Context: an optimization exercise on an open-source flow, tuned for small area and a short achievable clock period. The choices shown serve that exercise and are no tape-out recipe. Where RTL was checked, it was by simulation tests only, not by an equivalence proof against the original. Power figures rest on the tool's default switching activity, not on a simulated workload.

Setup of epsilon:
==> flow/design.v <==
package fifo_flags_pkg;
  localparam int DEFAULT_WIDTH = 8;
  localparam int DEFAULT_NUM   = 256;
  function automatic int cnt_bits(input int num);
    cnt_bits = $clog2(num + 1);
  endfunction
  function automatic int ptr_bits(input int num);
    ptr_bits = (num < 2) ? 1 : $clog2(num);
  endfunction
endpackage
module fifo_g_sel8 (
  input  logic [7:0] s,
  input  logic [7:0] d,
  output logic       y
);
  assign y = |(s & d);
endmodule
module fifo_g_nand4 (
  input  logic a, b, c, d,
  output logic y
);
  assign y = ~(a & b & c & d);
endmodule
module fifo_g_oai21 (
  input  logic a, b, c,
  output logic y
);
  assign y = ~((a | b) & c);
endmodule
module fifo_g_nor2 (
  input  logic a, b,
  output logic y
);
  assign y = ~(a | b);
endmodule
module fifo_g_nand2 (
  input  logic a, b,
  output logic y
);
  assign y = ~(a & b);
endmodule
module fifo_ptr_wrap (
  input  logic [15:0] col_sel,
  input  logic        row_sel,
  input  logic [15:0] d,
  output logic        qn
);
  logic [1:0] p;
  for (genvar i = 0; i < 2; i++) begin : g_half
    fifo_g_sel8 u_sel (.s(col_sel[8*i +: 8]), .d(d[8*i +: 8]), .y(p[i]));
  end
  fifo_g_oai21 u_row (.a(p[0]), .b(p[1]), .c(row_sel), .y(qn));
endmodule
module fifo_rows_nand (
  input  logic [15:0] qn,
  output logic        y
);
  logic [3:0] o;
  logic [1:0] on;
  for (genvar i = 0; i < 4; i++) begin : g_quad
    fifo_g_nand4 u_nand (.a(qn[4*i]), .b(qn[4*i+1]), .c(qn[4*i+2]), .d(qn[4*i+3]), .y(o[i]));
  end
  for (genvar i = 0; i < 2; i++) begin : g_half
    fifo_g_nor2 u_nor (.a(o[2*i]), .b(o[2*i+1]), .y(on[i]));
  end
  fifo_g_nand2 u_out (.a(on[0]), .b(on[1]), .y(y));
endmodule
module fifo_flags #(
  parameter int WIDTH    = fifo_flags_pkg::DEFAULT_WIDTH,
  parameter int NUM      = fifo_flags_pkg::DEFAULT_NUM,
  parameter int AF_LEVEL = NUM - 4,
  parameter int AE_LEVEL = 4
) (
  input  logic                     clk,
  input  logic                     reset_n,
  input  logic [WIDTH-1:0]         write_data,
  input  logic                     write_strobe,
  input  logic                     read_strobe,
  output logic [WIDTH-1:0]         read_data,
  output logic                     data_available,
  output logic                     full,
  output logic                     almost_full,
  output logic                     almost_empty,
  output logic [fifo_flags_pkg::cnt_bits(NUM)-1:0] count,
  output logic                     overflow,
  output logic                     underflow,
  input  logic                     err_clear
);
  localparam int CW = fifo_flags_pkg::cnt_bits(NUM);
  localparam int PW = fifo_flags_pkg::ptr_bits(NUM);
  localparam int SD = NUM - 1;             
  localparam int HW = 1 << (PW / 2);       
  localparam int LW = 1 << (PW - PW / 2);  
  logic [WIDTH-1:0] sr [SD];
  logic [WIDTH-1:0] head;
  logic [WIDTH-1:0] pend;
  logic             pend_v;
  logic [HW-1:0]    ra_hi;
  logic [LW-1:0]    ra_lo;
  logic             sr_empty;    
  logic c_0, c_1, c_m1, c_le_ae_m1, c_ae, c_ae_p1, c_af_m1, c_af, c_ge_af_p1;
  assign c_0        = ~data_available;
  assign c_1        = data_available & sr_empty & ~pend_v;
  assign c_m1       = (count == CW'(NUM - 1));
  assign c_le_ae_m1 = (count <= CW'(AE_LEVEL - 1));
  assign c_ae       = (count == CW'(AE_LEVEL));
  assign c_ae_p1    = (count == CW'(AE_LEVEL + 1));
  assign c_af_m1    = (count == CW'(AF_LEVEL - 1));
  assign c_af       = (count == CW'(AF_LEVEL));
  assign c_ge_af_p1 = (count >= CW'(AF_LEVEL + 1));
  logic [CW-1:0] cnt_up, cnt_dn;
  always_comb begin
    logic all1, all0;
    all1 = 1'b1;
    all0 = 1'b1;
    for (int i = 0; i < CW; i++) begin
      cnt_up[i] = count[i] ^ all1;
      cnt_dn[i] = count[i] ^ all0;
      all1 = all1 & count[i];
      all0 = all0 & ~count[i];
    end
  end
  logic rd_acc, wr_acc, inc, dec;
  assign rd_acc = read_strobe & data_available;
  assign wr_acc = write_strobe & (~full | read_strobe);
  assign inc    = wr_acc & ~rd_acc;
  assign dec    = rd_acc & ~wr_acc;
  always_ff @(posedge clk) begin
    pend <= write_data;
    if (pend_v) begin
      sr[0] <= pend;
      for (int i = 1; i < SD; i++) sr[i] <= sr[i-1];
    end
  end
  logic [WIDTH-1:0] sr_out;
  for (genvar b = 0; b < WIDTH; b++) begin : g_bit
    logic [HW-1:0] row_qn;
    for (genvar r = 0; r < HW; r++) begin : g_row
      logic [LW-1:0] d;
      for (genvar c = 0; c < LW; c++) begin : g_col
        if (r * LW + c < SD) begin : g_used
          assign d[c] = sr[r*LW+c][b];
        end else begin : g_unused
          assign d[c] = 1'b0;
        end
      end
      fifo_ptr_wrap u_row (
        .col_sel (ra_lo),
        .row_sel (ra_hi[r]),
        .d       (d),
        .qn      (row_qn[r])
      );
    end
    fifo_rows_nand u_rows (
      .qn (row_qn),
      .y  (sr_out[b])
    );
  end
  always_ff @(posedge clk) begin
    if ((c_0 & write_strobe) | (c_1 & read_strobe)) head <= write_data;
    else if (read_strobe & ~sr_empty)                head <= sr_out;
    else if (read_strobe & sr_empty & pend_v)        head <= pend;
  end
  assign read_data = head;
  always_ff @(posedge clk or negedge reset_n) begin
    if (!reset_n) begin
      pend_v   <= 1'b0;
      ra_hi    <= HW'(1) << (HW - 1);
      ra_lo    <= LW'(1) << (LW - 1);
      sr_empty <= 1'b1;
    end else begin
      pend_v <= write_strobe & data_available & (~full | read_strobe) & ~(read_strobe & c_1);
      if (pend_v & ~read_strobe) begin
        ra_lo    <= {ra_lo[LW-2:0], ra_lo[LW-1]};
        if (ra_lo[LW-1]) ra_hi <= {ra_hi[HW-2:0], ra_hi[HW-1]};
        sr_empty <= 1'b0;
      end else if (~pend_v & read_strobe & ~sr_empty) begin
        ra_lo    <= {ra_lo[0], ra_lo[LW-1:1]};
        if (ra_lo[0]) ra_hi <= {ra_hi[0], ra_hi[HW-1:1]};
        sr_empty <= ra_hi[0] & ra_lo[0];
      end
    end
  end
  always_ff @(posedge clk or negedge reset_n) begin
    if (!reset_n) begin
      count          <= '0;
      data_available <= 1'b0;
      full           <= 1'b0;
      almost_full    <= 1'b0;
      almost_empty   <= 1'b1;
    end else begin
      if (inc) count <= cnt_up;
      else if (dec) count <= cnt_dn;
      data_available <= ~(~write_strobe & (c_0 | (c_1 & read_strobe)));
      full           <= (full & ~dec) | (c_m1 & inc);
      almost_full    <= c_ge_af_p1 | (c_af & ~dec) | (c_af_m1 & inc);
      almost_empty   <= c_le_ae_m1 | (c_ae & ~inc) | (c_ae_p1 & dec);
    end
  end
  always_ff @(posedge clk or negedge reset_n) begin
    if (!reset_n) begin
      overflow  <= 1'b0;
      underflow <= 1'b0;
    end else if (err_clear) begin
      overflow  <= 1'b0;
      underflow <= 1'b0;
    end else begin
      if (write_strobe & ~wr_acc) overflow  <= 1'b1;
      if (read_strobe & ~rd_acc)  underflow <= 1'b1;
    end
  end
endmodule
==> flow/config.mk <==
export PLATFORM = sky130hd
export DESIGN_NAME = fifo_flags
export DESIGN_NICKNAME = fifo_flags
export VERILOG_FILES = /design/flow/design.v
export SDC_FILE = /design/flow/constraint.sdc
export NUM_CORES = 4
export LEC_CHECK = 0
export ABC_CLOCK_PERIOD_IN_PS = 2000
export CAP_MARGIN = 20
export CORE_MARGIN = 2
export CORE_UTILIZATION = 60
export CTS_CLUSTER_DIAMETER = 100
export CTS_CLUSTER_SIZE = 30
export SETUP_SLACK_MARGIN = 3.2
export SLEW_MARGIN = 20
export SYNTH_HIERARCHICAL = 1
export TNS_END_PERCENT = 5
==> flow/constraint.sdc <==
create_clock -name core_clock -period 5.5 [get_ports {clk}]
set_input_delay 1.1000 -clock core_clock [delete_from_list [all_inputs] [get_ports {clk}]]
set_output_delay 1.1000 -clock core_clock [all_outputs]
set_load 0.01 [all_outputs]
run.sh (not shown) runs the stock make flow with config.mk's settings and CLKGATE_MAP_FILE= SYNTH_SCRIPT=/design/flow/synth_recipe.tcl, a recipe that flattens the netlist after the stock synthesis.
The flow did not stop early for epsilon: all stages ran, and the layout cleared the timing, design-rule and antenna checks.
Inputs modified between epsilon and alpha:
--- a/flow/config.mk
+++ b/flow/config.mk
@@ -11 +11 @@
-export CORE_UTILIZATION = 60
+export CORE_UTILIZATION = 40
Notes after the runs:
alpha: no failed stages, no open violations at the end
[compare] base=epsilon new=alpha: post-route core utilization down 22 points, global routing usage on met3 down 1.9 points, cell count up 14%, final worst-path setup slack up 0.13 ns.
[compare] base=epsilon new=alpha: maximum frequency from static timing analysis went up by 4.9%; clock period minus worst slack went down by 0.13 ns.


before:
Another version of the RTL of fifo_flags (not shown whole).
Size: about 4100 cells after synthesis, roughly 36 I/O pins.
Settings: LEC_CHECK=0, ABC_CLOCK_PERIOD_IN_PS=2000, CAP_MARGIN=20, CORE_MARGIN=2, CORE_UTILIZATION=40, CTS_CLUSTER_DIAMETER=100, CTS_CLUSTER_SIZE=30, SETUP_SLACK_MARGIN=3.2, SLEW_MARGIN=20, SYNTH_HIERARCHICAL=1, TNS_END_PERCENT=5; clock period 5.5 ns.
before has completed all stages; timing, DRC and antenna checks passed.
> inputs changed (before -> after)
# before
export LEC_CHECK = 0
export ABC_CLOCK_PERIOD_IN_PS = 2000
export CAP_MARGIN = 20
export CORE_MARGIN = 2
export CORE_UTILIZATION = 40
export CTS_CLUSTER_DIAMETER = 100
export CTS_CLUSTER_SIZE = 30
export SETUP_SLACK_MARGIN = 3.2
export SLEW_MARGIN = 20
export SYNTH_HIERARCHICAL = 1
export TNS_END_PERCENT = 5
create_clock -name core_clock -period 5.5 [get_ports {clk}]
# after
export LEC_CHECK = 0
export ABC_CLOCK_PERIOD_IN_PS = 2000
export CAP_MARGIN = 20
export CORE_MARGIN = 2
export CORE_UTILIZATION = 50
export CTS_CLUSTER_DIAMETER = 100
export CTS_CLUSTER_SIZE = 30
export SETUP_SLACK_MARGIN = 3.2
export SLEW_MARGIN = 20
export SYNTH_HIERARCHICAL = 1
export TNS_END_PERCENT = 5
create_clock -name core_clock -period 5.5 [get_ports {clk}]
Notes after the runs:
The final layout from after, which completed every stage, passed the timing, design-rule and antenna checks at the end of the flow.
before: flow completed, timing, DRC and antenna clean
Non-clock buffer instance count of the final layout grows by more than a quarter when moving from before to after.
before and after ended up with nearly the same sequential portion of the cell area.
Compared to before, the routing of after uses more wire.
before → after: design area neither gained nor lost much; clock skew after layout increased by 18 ps relative to the old numbers; detailed-route wire length per cell grew by 1.9 µm; area of the die fell about 20%.
No functional check of the RTL was part of any run of this note.


fifo_flags, a different RTL version from the one above (not shown whole).
For scale: ~4200 cells after synthesis, ~2100 flip-flops, about 36 I/O pins.
==> flow/config.mk <==
export PLATFORM = sky130hd
export DESIGN_NAME = fifo_flags
export DESIGN_NICKNAME = fifo_flags
export VERILOG_FILES = /design/flow/design.v
export SDC_FILE = /design/flow/constraint.sdc
export NUM_CORES = 4
export LEC_CHECK = 0
export ABC_CLOCK_PERIOD_IN_PS = 2000
export CAP_MARGIN = 20
export CORE_MARGIN = 2
export CORE_UTILIZATION = 50
export CTS_CLUSTER_DIAMETER = 100
export CTS_CLUSTER_SIZE = 30
export SETUP_SLACK_MARGIN = 3.2
export SLEW_MARGIN = 20
export SYNTH_HIERARCHICAL = 1
export TNS_END_PERCENT = 5
==> flow/constraint.sdc <==
create_clock -name core_clock -period 5.5 [get_ports {clk}]
set_input_delay 1.1000 -clock core_clock [delete_from_list [all_inputs] [get_ports {clk}]]
set_output_delay 1.1000 -clock core_clock [all_outputs]
set_load 0.01 [all_outputs]
standard.sh (not shown) runs the stock make flow with config.mk's settings and CLKGATE_MAP_FILE= SYNTH_SCRIPT=/design/flow/synth_recipe.tcl, a recipe that flattens the netlist after the stock synthesis.
==> flow/flow/run.sh <==
#!/bin/bash
# Standard layout, with two changes to how ORFS sizes cells:
#  - port buffers are made with buf_4 instead of the library's smallest buffer (a delay cell),
#  - timing repair may change a cell to any of its function, not only to the same footprint.
# make's full output goes to flow_make.log in this folder; ORFS's per-step logs are under orfs/logs.
set -euo pipefail
bash standard.sh MATCH_CELL_FOOTPRINT=0 "BUFFER_PORTS_ARGS=-buffer_cell sky130_fd_sc_hd__buf_4" finish > flow_make.log 2>&1
Then changed:
==> flow/run.sh (new file) <==
#!/bin/bash
# synth_recipe.tcl (not shown) runs the flow's synth.tcl, then flattens the netlist and writes it again
# the make line also repeats each setting of config.mk as NAME=value (left out here)
make -C /OpenROAD-flow-scripts/flow DESIGN_CONFIG=/design/flow/config.mk WORK_HOME=/design/flow/orfs CLKGATE_MAP_FILE= SYNTH_SCRIPT=/design/flow/synth_recipe.tcl finish
CTS_CLUSTER_DIAMETER = 60   (was 100)
CTS_CLUSTER_SIZE = 24   (was 30)
removed: flow/flow/run.sh
removed: flow/standard.sh
=>
- cell count rises by about 1.8%
- routed wire length came out lower by about 3.5%
- design area rises by 3.0%
Then changed:
CTS_CLUSTER_DIAMETER = 100   (was 60)
CTS_CLUSTER_SIZE = 30   (was 24)
SETUP_SLACK_MARGIN = 3.3   (was 3.2)
First-iteration DRC count is about the same. Routed wire length decreases by about 0.7%. Core utilization shrinks by 1.6 points. Critical path depth rose by 10.


Setup of purple:
Another version of the RTL of fifo_flags (not shown whole).
Size: ~36 I/O pins, ~76000 um2 of cells after synthesis.
clock: 5.5 ns
lec_check: 0
abc_clock_period_in_ps: 2000
cap_margin: 20
core_margin: 2
core_utilization: 50
cts_cluster_diameter: 100
cts_cluster_size: 30
setup_slack_margin: 3.4
slew_margin: 20
synth_hierarchical: 1
tns_end_percent: 5
run.sh (not shown) runs the stock make flow with config.mk's settings and CLKGATE_MAP_FILE= SYNTH_SCRIPT=/design/flow/synth_recipe.tcl, a recipe that flattens the netlist after the stock synthesis.
Stock flow here: none of the scripts above is used.
purple went all the way through synthesis, placement and routing and the layout is clean on timing, DRC and antenna.
Modified inputs, blue compared to purple
Settings: a change of SETUP_SLACK_MARGIN from 3.4 to 3.2.
[summary]
- Sink count of the clock tree: blue vs purple identical
- Wire length reported by the detailed router went down slightly going from purple to blue.
- Going from purple to blue, share of the final layout cell area in sequential cells neither gained nor lost much, number of design-rule violations left by the first detailed-router iteration decreased about 2%.
- Count of fill cells added during filler insertion across blue and purple: no real change.
- Number of non-clock buffers in the layout (higher): purple
- Between blue and purple, the relative area change from synthesis to final layout figures differ only marginally.
- blue and purple ended up with roughly the same cell area.
- For largest net degree at the start of global routing, purple and blue come out practically identical.
- Any difference in fraction of power consumed by combinational cells between blue and purple is small enough to ignore.
- Between blue and purple, the combinational power does not differ in any meaningful way.
No functional check of the RTL was part of any run of this note.


RTL: one of the versions met above, not the one the previous note started from.
For scale: roughly 36 I/O pins, ~0.077 sq mm of cells after synthesis.
## fifo_flags
module fifo_flags #(
  parameter int WIDTH    = fifo_flags_pkg::DEFAULT_WIDTH,
  parameter int NUM      = fifo_flags_pkg::DEFAULT_NUM,
  parameter int AF_LEVEL = NUM - 4,
  parameter int AE_LEVEL = 4
) (
  input  logic                     clk,
  input  logic                     reset_n,
  input  logic [WIDTH-1:0]         write_data,
  input  logic                     write_strobe,
  input  logic                     read_strobe,
  output logic [WIDTH-1:0]         read_data,
  output logic                     data_available,
  output logic                     full,
  output logic                     almost_full,
  output logic                     almost_empty,
  output logic [fifo_flags_pkg::cnt_bits(NUM)-1:0] count,
  output logic                     overflow,
  output logic                     underflow,
  input  logic                     err_clear
);
make LEC_CHECK=0 ABC_CLOCK_PERIOD_IN_PS=2000 CAP_MARGIN=20 CORE_MARGIN=2 CORE_UTILIZATION=55 CTS_CLUSTER_DIAMETER=100 CTS_CLUSTER_SIZE=30 SETUP_SLACK_MARGIN=3.2 SLEW_MARGIN=20 SYNTH_HIERARCHICAL=1 TNS_END_PERCENT=5 finish   # period 5.5 ns
The starting point ran to the end with no violations.
Edit:
- CORE_UTILIZATION: 55 -> 50
- GPL_ROUTABILITY_DRIVEN: default -> 0
- TNS_END_PERCENT: 5 -> 20
The changed run went through all stages and came out clean.
Wire length shrinks by about 1.3%.
Final cell count grows by about 3%.
Register-to-register slack gets better by 20 ps.
Non-clock buffer count grows by 7.
Design area grows by 1.2%.
Edit:
- GPL_ROUTABILITY_DRIVEN: 0 -> default
- TNS_END_PERCENT: 20 -> 5
Effect: The new run finished with timing, DRC and antenna clean; clock skew barely changes; final cell count barely changes; area after synthesis does not change; power stays flat; design area stays flat.
Edit:
- CTS_CLUSTER_DIAMETER: 100 -> 150
=>
- area after synthesis is unchanged
- wire length hardly moves
- count of clock-buffer cells in the layout increases by 3
- cell area goes down by about 0.3%
- sequential power stays flat
- die area is unchanged
- flip-flop and latch count is unchanged
- register-to-register slack barely changes
- first-iteration DRC count decreases by 0.54%
- critical path depth goes down by 10
- setup slack hardly moves

## afterwards: timing with drivers on the ports
The results above use ideal ports. As a check the final layouts listed here were re-extracted and re-timed, cells and wires unchanged.
Step 1 assumes that a clkbuf_16 drives the clock port and a buf_2 every other input.
Step 2 times the ports against the registers' clock, not the clock port: input delays grow and output delays shrink by t, the midpoint of the rising clock arrivals with the driver on.
a / b / c = ideal / step 1 / step 2; a / b = the first two.
run	shift t [ns]	slack for setup (ns)	latest minus earliest clock arrival (ns)
epsilon	0.770	2.682 / 2.682 / 2.344	0.035 / 0.035
alpha	0.795	2.814 / 2.814 / 2.405	0.044 / 0.044
before	0.801	2.807 / 2.697 / 1.896	0.066 / 0.065
after	0.791	2.921 / 2.921 / 2.378	0.074 / 0.075
the first run of note 3	0.796	2.998 / 2.967 / 2.256	0.052 / 0.052
the second run of note 3	0.855	3.009 / 2.926 / 2.353	0.035 / 0.034
the third run of note 3	0.791	3.041 / 2.981 / 2.443	0.032 / 0.032
purple	0.799	2.908 / 2.880 / 2.259	0.061 / 0.061
blue	0.799	2.962 / 2.879 / 2.290	0.056 / 0.055
the first run of note 5	0.796	3.009 / 2.944 / 2.323	0.027 / 0.026
the second run of note 5	0.797	3.027 / 2.975 / 2.455	0.033 / 0.034
the third run of note 5	0.792	3.037 / 2.968 / 2.369	0.034 / 0.034
the fourth run of note 5	0.796	3.036 / 2.957 / 2.371	0.033 / 0.033
After both steps setup and hold are still met in every run listed. For before, which loses most, drivers alone change the setup slack by -0.110 ns; drivers and shift together by -0.911 ns.
